Context: an optimization exercise on an open-source flow, tuned for small area and few clock cycles. The choices shown serve that exercise and are no tape-out recipe. Function was checked by simulation only, so behaviour that the tests miss may differ from the original. Power is estimated from default activity; no workload was simulated.

$ cat design/flow/config.mk
export PLATFORM = sky130hd
export DESIGN_NAME = rv_exec_core
export DESIGN_NICKNAME = rv_exec_core
export VERILOG_FILES = /design/flow/design.v
export SDC_FILE = /design/flow/constraint.sdc
export NUM_CORES = 4
export LEC_CHECK = 0
export CAP_MARGIN = 20
export CELL_PAD_IN_SITES_DETAIL_PLACEMENT = 1
export CELL_PAD_IN_SITES_GLOBAL_PLACEMENT = 2
export CORE_MARGIN = 2
export CORE_UTILIZATION = 40
export PLACE_DENSITY = 0.45
export SLEW_MARGIN = 20
export SYNTH_HIERARCHICAL = 1
export SYNTH_MINIMUM_KEEP_SIZE = 0
$ cat design/flow/run.sh
#!/bin/bash
# synth_recipe.tcl (not shown) runs the flow's synth.tcl, then flattens the netlist and writes it again
# the make line also repeats each setting of config.mk as NAME=value (left out here)
make -C /OpenROAD-flow-scripts/flow DESIGN_CONFIG=/design/flow/config.mk WORK_HOME=/design/flow/orfs CLKGATE_MAP_FILE= SYNTH_SCRIPT=/design/flow/synth_recipe.tcl finish
$ cat design/flow/design.v
package rv_exec_pkg;
   localparam int XLEN   = 32;
   localparam int REG_AW = 5;
   localparam logic [6:0] OPC_R   = 7'b0110011;
   localparam logic [6:0] OPC_I   = 7'b0010011;
   localparam logic [6:0] OPC_LUI = 7'b0110111;
   localparam logic [1:0] CLS_ILL = 2'd0;
   localparam logic [1:0] CLS_R   = 2'd1;
   localparam logic [1:0] CLS_I   = 2'd2;
   localparam logic [1:0] CLS_LUI = 2'd3;
   localparam int QW = 27;
endpackage
`timescale 1ns/1ps
module inst_decoder (
   input  logic [31:0]                inst,
   output logic [rv_exec_pkg::QW-1:0] entry
);
   logic [1:0] cls;
   always_comb begin
      case (inst[6:0])
         rv_exec_pkg::OPC_R:   cls = rv_exec_pkg::CLS_R;
         rv_exec_pkg::OPC_I:   cls = rv_exec_pkg::CLS_I;
         rv_exec_pkg::OPC_LUI: cls = rv_exec_pkg::CLS_LUI;
         default:              cls = rv_exec_pkg::CLS_ILL;
      endcase
   end
   assign entry = {cls, inst[31:7]};
endmodule
module reg_dec (
   input  logic [4:0]  r,
   input  logic        en,
   input  logic [31:1] v,
   output logic [31:1] sel
);
   logic [3:0] lo;
   logic [7:0] hi;
   for (genvar k = 0; k < 4; k++) begin : g_lo
      assign lo[k] = (r[1:0] == 2'(k));
   end
   for (genvar k = 0; k < 8; k++) begin : g_hi
      assign hi[k] = en && (r[4:2] == 3'(k));
   end
   for (genvar i = 1; i < 32; i++) begin : g_sel
      assign sel[i] = v[i] && hi[i/4] && lo[i%4];
   end
endmodule
`timescale 1ns/1ps
module ao222n (
   input  logic [2:0] d,
   input  logic [2:0] s,
   output logic       y_n
);
   assign y_n = !(|(d & s));
endmodule
module q_rd_bit (
   input  logic [5:0] d,
   input  logic [5:0] s,
   output logic       q
);
   logic [1:0] y_n;
   ao222n u0 (.d(d[2:0]), .s(s[2:0]), .y_n(y_n[0]));
   ao222n u1 (.d(d[5:3]), .s(s[5:3]), .y_n(y_n[1]));
   assign q = !(&y_n);
endmodule
module q_rd #(
   parameter int W = rv_exec_pkg::QW
) (
   input  logic [6*W-1:0] d,
   input  logic [5:0]     s,
   output logic [W-1:0]   q
);
   for (genvar j = 0; j < W; j++) begin : g_b
      logic [5:0] col;
      for (genvar i = 0; i < 6; i++) begin : g_c
         assign col[i] = d[W*i + j];
      end
      q_rd_bit u_b (.d(col), .s(s), .q(q[j]));
   end
endmodule
`timescale 1ns/1ps
module or11n (
   input  logic [10:0] y_n,
   output logic        q
);
   assign q = !(&y_n);
endmodule
module rf_rd_bit (
   input  logic [31:1] d,
   input  logic [31:1] s,
   input  logic        xd,
   input  logic        xs,
   output logic        q
);
   logic [10:0] y_n;
   for (genvar g = 0; g < 10; g++) begin : g_grp
      ao222n u_g (.d(d[3*g+3:3*g+1]), .s(s[3*g+3:3*g+1]), .y_n(y_n[g]));
   end
   ao222n u_last (.d({d[31], xd, 1'b0}), .s({s[31], xs, 1'b0}), .y_n(y_n[10]));
   or11n u_or (.y_n(y_n), .q(q));
endmodule
module rf_rd (
   input  logic [32*31-1:0] d,
   input  logic [31:1]      s,
   input  logic [31:0]      xd,
   input  logic             xs,
   output logic [31:0]      q
);
   for (genvar j = 0; j < 32; j++) begin : g_b
      logic [31:1] col;
      for (genvar i = 1; i < 32; i++) begin : g_c
         assign col[i] = d[32*(i-1) + j];
      end
      rf_rd_bit u_b (.d(col), .s(s), .xd(xd[j]), .xs(xs), .q(q[j]));
   end
endmodule
module bk_carry (
   input  logic [31:0] g,
   input  logic [31:0] p,
   input  logic        cin,
   output logic [32:0] c
);
   logic [31:0] gg, pp;
   always_comb begin
      gg = g;
      pp = p;
      gg[0] = g[0] | (p[0] & cin);
      for (int d = 1; d < 32; d = d * 2) begin
         for (int i = 0; i < 32; i++) begin
            if ((i + 1) % (2 * d) == 0) begin
               gg[i] = gg[i] | (pp[i] & gg[i-d]);
               pp[i] = pp[i] & pp[i-d];
            end
         end
      end
      for (int d = 8; d >= 1; d = d / 2) begin
         for (int i = 0; i < 32; i++) begin
            if ((i + 1) % (2 * d) == d && i >= 3 * d - 1) begin
               gg[i] = gg[i] | (pp[i] & gg[i-d]);
               pp[i] = pp[i] & pp[i-d];
            end
         end
      end
   end
   assign c = {gg, cin};
endmodule
module shr32 (
   input  logic [31:0] x,
   input  logic [4:0]  shamt,
   input  logic        fill,
   output logic [31:0] y
);
   assign y = $unsigned($signed({fill, x}) >>> shamt);
endmodule
module bitrev_mux (
   input  logic [31:0] x,
   input  logic        rev,
   output logic [31:0] y
);
   for (genvar i = 0; i < 32; i++) begin : g_r
      assign y[i] = rev ? x[31-i] : x[i];
   end
endmodule
module alu (
   input  logic [31:0] a,
   input  logic [31:0] b,
   input  logic [2:0]  f3,
   input  logic        alt,
   input  logic        is_r,
   input  logic        is_lui,
   input  logic        legal,
   input  logic [19:0] imm20,
   output logic [31:0] value
);
   logic        sub;
   logic [31:0] bx, p, g, sum;
   logic [32:0] c;
   logic        lt;
   logic        left, fill;
   logic [31:0] sh_in, sh_out, shr;
   logic [31:0] alu_v;
   assign sub = (f3 == 3'd2) || (f3 == 3'd3) || (is_r && alt && f3 == 3'd0);
   assign bx  = b ^ {32{sub}};
   assign p   = a ^ bx;
   assign g   = a & bx;
   bk_carry u_carry (.g(g), .p(p), .cin(sub), .c(c));
   assign sum = p ^ c[31:0];
   assign lt  = f3[0] ? !c[32] : ((a[31] ^ b[31]) ? a[31] : sum[31]);
   assign left = !f3[2];
   assign fill = f3[2] && alt && a[31];
   bitrev_mux u_rev_in  (.x(a), .rev(left), .y(sh_in));
   shr32      u_shr     (.x(sh_in), .shamt(b[4:0]), .fill(fill), .y(sh_out));
   bitrev_mux u_rev_out (.x(sh_out), .rev(left), .y(shr));
   always_comb begin
      case (f3)
         3'd0:    alu_v = sum;
         3'd1:    alu_v = shr;
         3'd2:    alu_v = {31'd0, lt};
         3'd3:    alu_v = {31'd0, lt};
         3'd4:    alu_v = p;
         3'd5:    alu_v = shr;
         3'd6:    alu_v = p | g;
         default: alu_v = g;
      endcase
   end
   assign value = is_lui ? {imm20, 12'd0} : (legal ? alu_v : 32'd0);
endmodule
module exec_unit (
   input  logic [rv_exec_pkg::QW-1:0] entry,
   input  logic [32*31-1:0]           rf,
   input  logic [31:1]                rf_v,
   output logic [4:0]                 rd,
   output logic [31:0]                value,
   output logic                       illegal,
   output logic                       legal
);
   logic [1:0]  cls;
   logic [4:0]  rs1, rs2;
   logic [2:0]  f3;
   logic        alt;
   logic [11:0] imm12;
   logic [19:0] imm20;
   logic        is_r, is_i, is_lui;
   logic [31:1] sel1, sel2;
   logic [31:0] a, b;
   assign cls   = entry[26:25];
   assign imm20 = entry[24:5];      
   assign imm12 = entry[24:13];     
   assign alt   = entry[23];        
   assign rs2   = entry[17:13];     
   assign rs1   = entry[12:8];      
   assign f3    = entry[7:5];       
   assign is_r    = (cls == rv_exec_pkg::CLS_R);
   assign is_i    = (cls == rv_exec_pkg::CLS_I);
   assign is_lui  = (cls == rv_exec_pkg::CLS_LUI);
   assign legal   = (cls != rv_exec_pkg::CLS_ILL);
   assign illegal = !legal;
   assign rd      = legal ? entry[4:0] : 5'd0;
   reg_dec u_dec1 (.r(rs1), .en(1'b1), .v(rf_v), .sel(sel1));
   reg_dec u_dec2 (.r(rs2), .en(is_r), .v(rf_v), .sel(sel2));
   rf_rd u_rd1 (.d(rf), .s(sel1), .xd(32'd0), .xs(1'b0), .q(a));
   rf_rd u_rd2 (.d(rf), .s(sel2), .xd({{20{imm12[11]}}, imm12}), .xs(is_i), .q(b));
   alu u_alu (
      .a      (a),
      .b      (b),
      .f3     (f3),
      .alt    (alt),
      .is_r   (is_r),
      .is_lui (is_lui),
      .legal  (legal),
      .imm20  (imm20),
      .value  (value)
   );
endmodule
`timescale 1ns/1ps
module rv_exec_core (
   input  logic        clk,
   input  logic        arst_n,
   input  logic        inst_valid,
   output logic        inst_ready,
   input  logic [31:0] inst,
   output logic        res_valid,
   input  logic        res_ready,
   output logic [4:0]  res_rd,
   output logic [31:0] res_value,
   output logic        res_illegal
);
   localparam int QW    = rv_exec_pkg::QW;
   localparam int DEPTH = 6;
   logic [QW-1:0]   q_mem [DEPTH];
   logic [DEPTH*QW-1:0] q_flat;
   logic [DEPTH-1:0] wp, rp;
   logic [2:0]       count;
   logic [QW-1:0]    in_entry, head;
   logic             full, push, take;
   logic [31:0]      rf [1:31];
   logic [32*31-1:0] rf_flat;
   logic [31:1]      rf_v;
   logic [31:1]      we;
   logic             legal;
   assign full       = (count == 3'(DEPTH));
   assign inst_ready = !full;
   assign res_valid  = (count != 3'd0);
   assign push       = inst_valid && !full;
   assign take       = res_valid && res_ready;
   inst_decoder u_inst_decoder (.inst(inst), .entry(in_entry));
   for (genvar k = 0; k < DEPTH; k++) begin : g_q
      assign q_flat[QW*k +: QW] = q_mem[k];
      always_ff @(posedge clk) begin
         if (push && wp[k]) q_mem[k] <= in_entry;
      end
   end
   q_rd u_q_rd (.d(q_flat), .s(rp), .q(head));
   always_ff @(posedge clk or negedge arst_n) begin
      if (!arst_n) begin
         wp    <= DEPTH'(1);
         rp    <= DEPTH'(1);
         count <= '0;
      end else begin
         if (push) wp <= {wp[DEPTH-2:0], wp[DEPTH-1]};
         if (take) rp <= {rp[DEPTH-2:0], rp[DEPTH-1]};
         if (push && !take) count <= count + 1'b1;
         else if (take && !push) count <= count - 1'b1;
      end
   end
   exec_unit u_exec_unit (
      .entry   (head),
      .rf      (rf_flat),
      .rf_v    (rf_v),
      .rd      (res_rd),
      .value   (res_value),
      .illegal (res_illegal),
      .legal   (legal)
   );
   reg_dec u_wdec (.r(head[4:0]), .en(take && legal), .v('1), .sel(we));
   for (genvar i = 1; i < 32; i++) begin : g_rf
      assign rf_flat[32*(i-1) +: 32] = rf[i];
      always_ff @(posedge clk) begin
         if (we[i]) rf[i] <= res_value;
      end
   end
   always_ff @(posedge clk or negedge arst_n) begin
      if (!arst_n) begin
         rf_v <= '0;
      end else begin
         rf_v <= rf_v | we;
      end
   end
endmodule
$ cat design/flow/constraint.sdc
create_clock -name core_clock -period 10.0 [get_ports {clk}]
set_input_delay 2.0000 -clock core_clock [delete_from_list [all_inputs] [get_ports {clk}]]
set_output_delay 2.0000 -clock core_clock [all_outputs]
set_load 0.01 [all_outputs]
==> metrics.yaml <==
outcome: "failed layout checks"
violatedChecks: "negative setup slack"
vias: 41850
cts_sinks: 1200
hp-start: "wp[1]$_DFFE_PN0N_"
required_ns: 8.00
drtAntennaViolNets: 0
p_leak_uw: 0.0220
drc: 0
worst_ir_drop_vdd_mv: 0.154
synth_ff_type: "edfxtp_1"
antenna_found_initial: 9
core_area_um2: 134000
p_per_area_nw_per_um2: 169
startpoint_type: "flop"
io_pins: 76
ys_async_sr_fraction_pct: 3.83
dp_hpwl_mm: 162
syn-cell-area_um2: 54000
max_stage_delay_ns: 0.62
vias_per_cell: 7.06
ys_seq_area_share_pct: 66.3
critical_path_class: "flop to primary output"
end_kind: "primary output"
cts_buffers: 136
cts.path.max_buffers: 3
synth_enable_flop_cells: 1154
synth_cells: 3353
synth_seq_cells: 1200
rsz0062_at_grt: "true"
final_max_slew_viol_count: 0
clk_latency_ns: 0.79
r2r-start: "rp[3]$_DFFE_PN0P_"
finalCriticalPeriod_ns: 10.06
ys.warnings.count: 14
dieArea_um2: 138000
switchingPower_uw: 2490
cp-startpoint: "rp[3]$_DFFE_PN0P_"
grt_start_max_net_pins: 67
hold_buffers: 0
grt_pass1_vias: 41763
max_freq_mhz: 99.4
cts_tree: "done"
cp_slowest_cell: "a222oi_1"
synthToLayoutAreaGrowth_pct: 21.9
port-buffer-count: 75
crit_chain: "a222oi_1 -> nand2_2 -> and4bb_2 -> and3_4 -> buf_4 -> a222oi_1 -> nand4_1 -> buf_4 -> or3_1 -> mux2_4 -> mux4_2 -> mux2i_1 -> o221ai_1 -> mux2_4 -> a221o_1 -> a32o_2 -> buf_12 -> clkdlybuf4s50_1"
track_usage_pct: 33.9
power_frac_clock_pct: 45.0
grt_pass1_wl_mm: 328
reg2reg_slack_ns: 2.64
start_util_pct: 40.4
path_buf_inv: 4
critPathArrivalTime_ns: 8.06
p_comb_share_pct: 5.9
hold_class: "flop to flop"
initialDrtViolationCount: 8962
fin_ws_ns: -0.0576
finalHoldViolCount: 0
cp_top_family: "compound AO/OA/AOI/OAI gates"
total_power_uw: 11100
synth_cell_types: 90
routabilityCongestion: 0.938
cts_root_buffer: "clkbuf_16"
wirelength_mm: 240
clkTransAtPathRegs_ns: 0.06
avgRoutedWirePerCell_um: 40.4
finClkSkew_ns: 0.0477
die_h_um: 371
gr-total-overflow: 0
max_slew.worst_pin.slew_ns: 0.962
post-route-period-util_pct: 101
p_int_uw: 8620
drv_cap: 0
power.share.sequential_pct: 49.1
relSlewSlack_pct: 35.7
drt_first_pass_iters: 13
htreeDepth: 4
synth.avg_cell_area_um2: 16.1
fin_util_pct: 49.2
cp_max_fo: 27
die_x_um: 371
drive_above_1_share_pct: 22.7
nNetsFinal: 4142
rows: 134
nFillCells: 12949
setup_viol: 1
switching_share_pct: 22.4
## flip-flops by register name (all words and copies together) (netlist names)
register,cells
q_mem,162
wp,6
rp,6
rf_v,31
count,3
rf,992
## placed cells by master, fill, tap and decap left out, types with 11 or more instances in the layout
master / synthesis / routed
a22oi_1: 12 / 12
nand2b_1: 27 / 27
or2_2: 34 / 34
clkinv_1: 1 / 32
nand4_1: 129 / 129
xnor2_1: 54 / 54
a21o_1: 31 / 31
nand2_1: 68 / 62
and3_4: 0 / 30
a221oi_1: 22 / 17
xor2_1: 40 / 40
or3_4: 1 / 25
nor2b_1: 17 / 11
a21oi_1: 49 / 43
mux2_2: 14 / 14
clkbuf_1: 18 / 27
or3_1: 64 / 40
buf_4: 32 / 332
nand3_1: 66 / 62
clkinv_2: 0 / 21
a222oi_1: 760 / 760
and3_1: 100 / 25
mux2i_1: 43 / 41
mux4_2: 31 / 31
ha_1: 65 / 65
dfrtp_1: 44 / 39
and3_2: 1 / 51
buf_12: 6 / 63
edfxtp_1: 1154 / 1154
inv_1: 42 / 41
clkdlybuf4s50_1: 0 / 72
o221ai_1: 14 / 14
nor2_1: 38 / 34
mux2_4: 66 / 66
o21ai_0: 38 / 33
clkbuf_16: 0 / 141
conb_1: 67 / 231
## synthesized netlist by cell type (10+ instances only)
cell | count | area (um^2)
mux2i_1 | 43 | 430
mux2_4 | 66 | 991
nor2_1 | 38 | 143
or2_2 | 34 | 213
mux4_2 | 31 | 698
buf_2 | 23 | 115
a221o_1 | 10 | 100
a21o_1 | 31 | 233
o21ai_1 | 18 | 90.1
ha_1 | 65 | 813
buf_6 | 15 | 169
conb_1 | 67 | 251
a221oi_1 | 22 | 193
nand4_1 | 129 | 807
a22oi_1 | 12 | 90.1
nand2b_1 | 27 | 169
edfxtp_1 | 1154 | 34700
a222oi_1 | 760 | 7610
nand2_1 | 68 | 255
clkbuf_1 | 18 | 67.6
or3_1 | 64 | 400
nand3_1 | 66 | 330
o21ai_0 | 38 | 190
dfrtp_1 | 44 | 1100
xnor2_1 | 54 | 473
buf_4 | 32 | 240
o221ai_1 | 14 | 123
a21oi_1 | 49 | 245
mux2_2 | 14 | 158
xor2_1 | 40 | 350
and3_1 | 100 | 626
nor2b_1 | 17 | 106
inv_1 | 42 | 158
## power by group through the flow
stage,Clock (uW),Combinational (uW),Sequential [uW]
after floorplan,0,380,5550
after global placement,0,619,5550
after detailed placement,0,626,5560
after CTS,5070,640,5450
after global routing,5240,698,5450
final,5000,659,5450
## metal layers
layer	up-vias	global-route usage [%]	share of wire, %
li1	16670	-	-
met4	6	16.4	5.3
met5	-	0	0.018
met3	408	4.60	9.5
met1	21986	46.4	39
met2	2780	53.4	46
## stage by stage
| stage | TNS (ns) | setup WS, ns | area [um^2] | instances | hold WS (ns) |
|---|---|---|---|---|---|
| floorplan | 0 | 1.28 | 54600 | 3517 | 0.442 |
| detailed placement | 0 | 0.129 | 60700 | 5642 | 0.464 |
| finish | -0.0576 | -0.0576 | 65900 | 5929 | 0.477 |
| global placement | 0 | 0.0885 | 60700 | 5641 | 0.451 |
| global route | -0.197 | -0.118 | 65900 | 5924 | 0.494 |
| CTS | 0 | 0.00973 | 65600 | 5909 | 0.478 |
## Yosys stat by module, one instance, submodules excluded, excerpt
| module | area, um^2 | flip-flops and latches | copies in the design |
|---|---|---|---|
| inst_decoder | 234 | 0 | 1 |
| exec_unit | 93.8 | 0 | 1 |
| reg_dec | 308 | 0 | 3 |
| or11n | 23.8 | 0 | 64 |
| bk_carry | 539 | 0 | 1 |
| ao222n | 10.0 | 0 | 758 |
| bitrev_mux | 544 | 0 | 2 |
| rf_rd_bit | 3.75 | 0 | 64 |
| alu | 3270 | 0 | 1 |
| q_rd_bit | 3.75 | 0 | 27 |
| shr32 | 2110 | 0 | 1 |
| rv_exec_core | 36300 | 1200 | 1 |
## cell type report
class	instances	area, um^2	area share (%)
Clock buffer	174	3710	5.64
Sequential cell	1200	35800	54.4
Clock inverter	75	746	1.13
Timing Repair Buffer	476	4570	6.94
Antenna cell	10	25.0	0.0380
Multi-Input combinational cell	2180	18600	28.3
Inverter	46	178	0.270
Tap cell	1768	2210	3.36
## kinds of logic after synthesis
| logic type | synth area share, % |
|---|---|
| mux | 4.28 |
| flops | 66.3 |
| xor+xnor | 1.52 |
| fa+ha+maj | 1.54 |
| other cells | 0.466 |
| compound gates | 17.6 |
| buf+inv | 1.66 |
| simple gates | 6.69 |
## final timing paths
kind	to	cells past startpoint
setup reg to reg	rf[22][19]$_DFFE_PP_	18
hold / removal	wp[1]$_DFFE_PN0N_	1
min in group asynchronous	rf_v[23]$_DFF_PN0_	2
setup / recovery	res_value[19]	18
hold reg to reg	wp[1]$_DFFE_PN0N_	1
max in group asynchronous	rp[3]$_DFFE_PN0P_	2
## timing repair
item | 4_1_cts | 5_1_grt
pin swaps | 39 | 41
buffers inserted | 17 | 6
gates cloned | 1 | 4
gates resized for setup | 75 | 49
endpoints found under the setup margin | 32 | 23
Testbench counts, summed over its fixed seeds: cycles 18,348.

-- afterwards: timing with drivers on the ports --
The flow's constraints put no driver on any port. The routed layout listed below was extracted and timed again, unchanged, in two steps. Step 1 (the two cells are an assumption about what drives the block):
set clk [get_ports {clk}]
set_driving_cell -lib_cell sky130_fd_sc_hd__clkbuf_16 $clk
set_driving_cell -lib_cell sky130_fd_sc_hd__buf_2 [delete_from_list [all_inputs] $clk]
Step 2 adds t to the input delays and takes it off the output delays; t is the mean of the earliest and latest rising clock arrival at the registers after step 1. Input paths then give back, and output paths get back, about the clock's delay inside the block. Slacks: ideal ports / drivers / drivers and shift; pairs: ideal ports / drivers.
t, ns: 0.853
setup WS [ns]: -0.058 / -0.144 / 0.709
clock arrival spread, ns: 0.048 / 0.048
worst slew at a driven data input, ns: 0.04
The setup slack of this run moves by -0.086 ns with the drivers and by +0.767 ns with both steps.
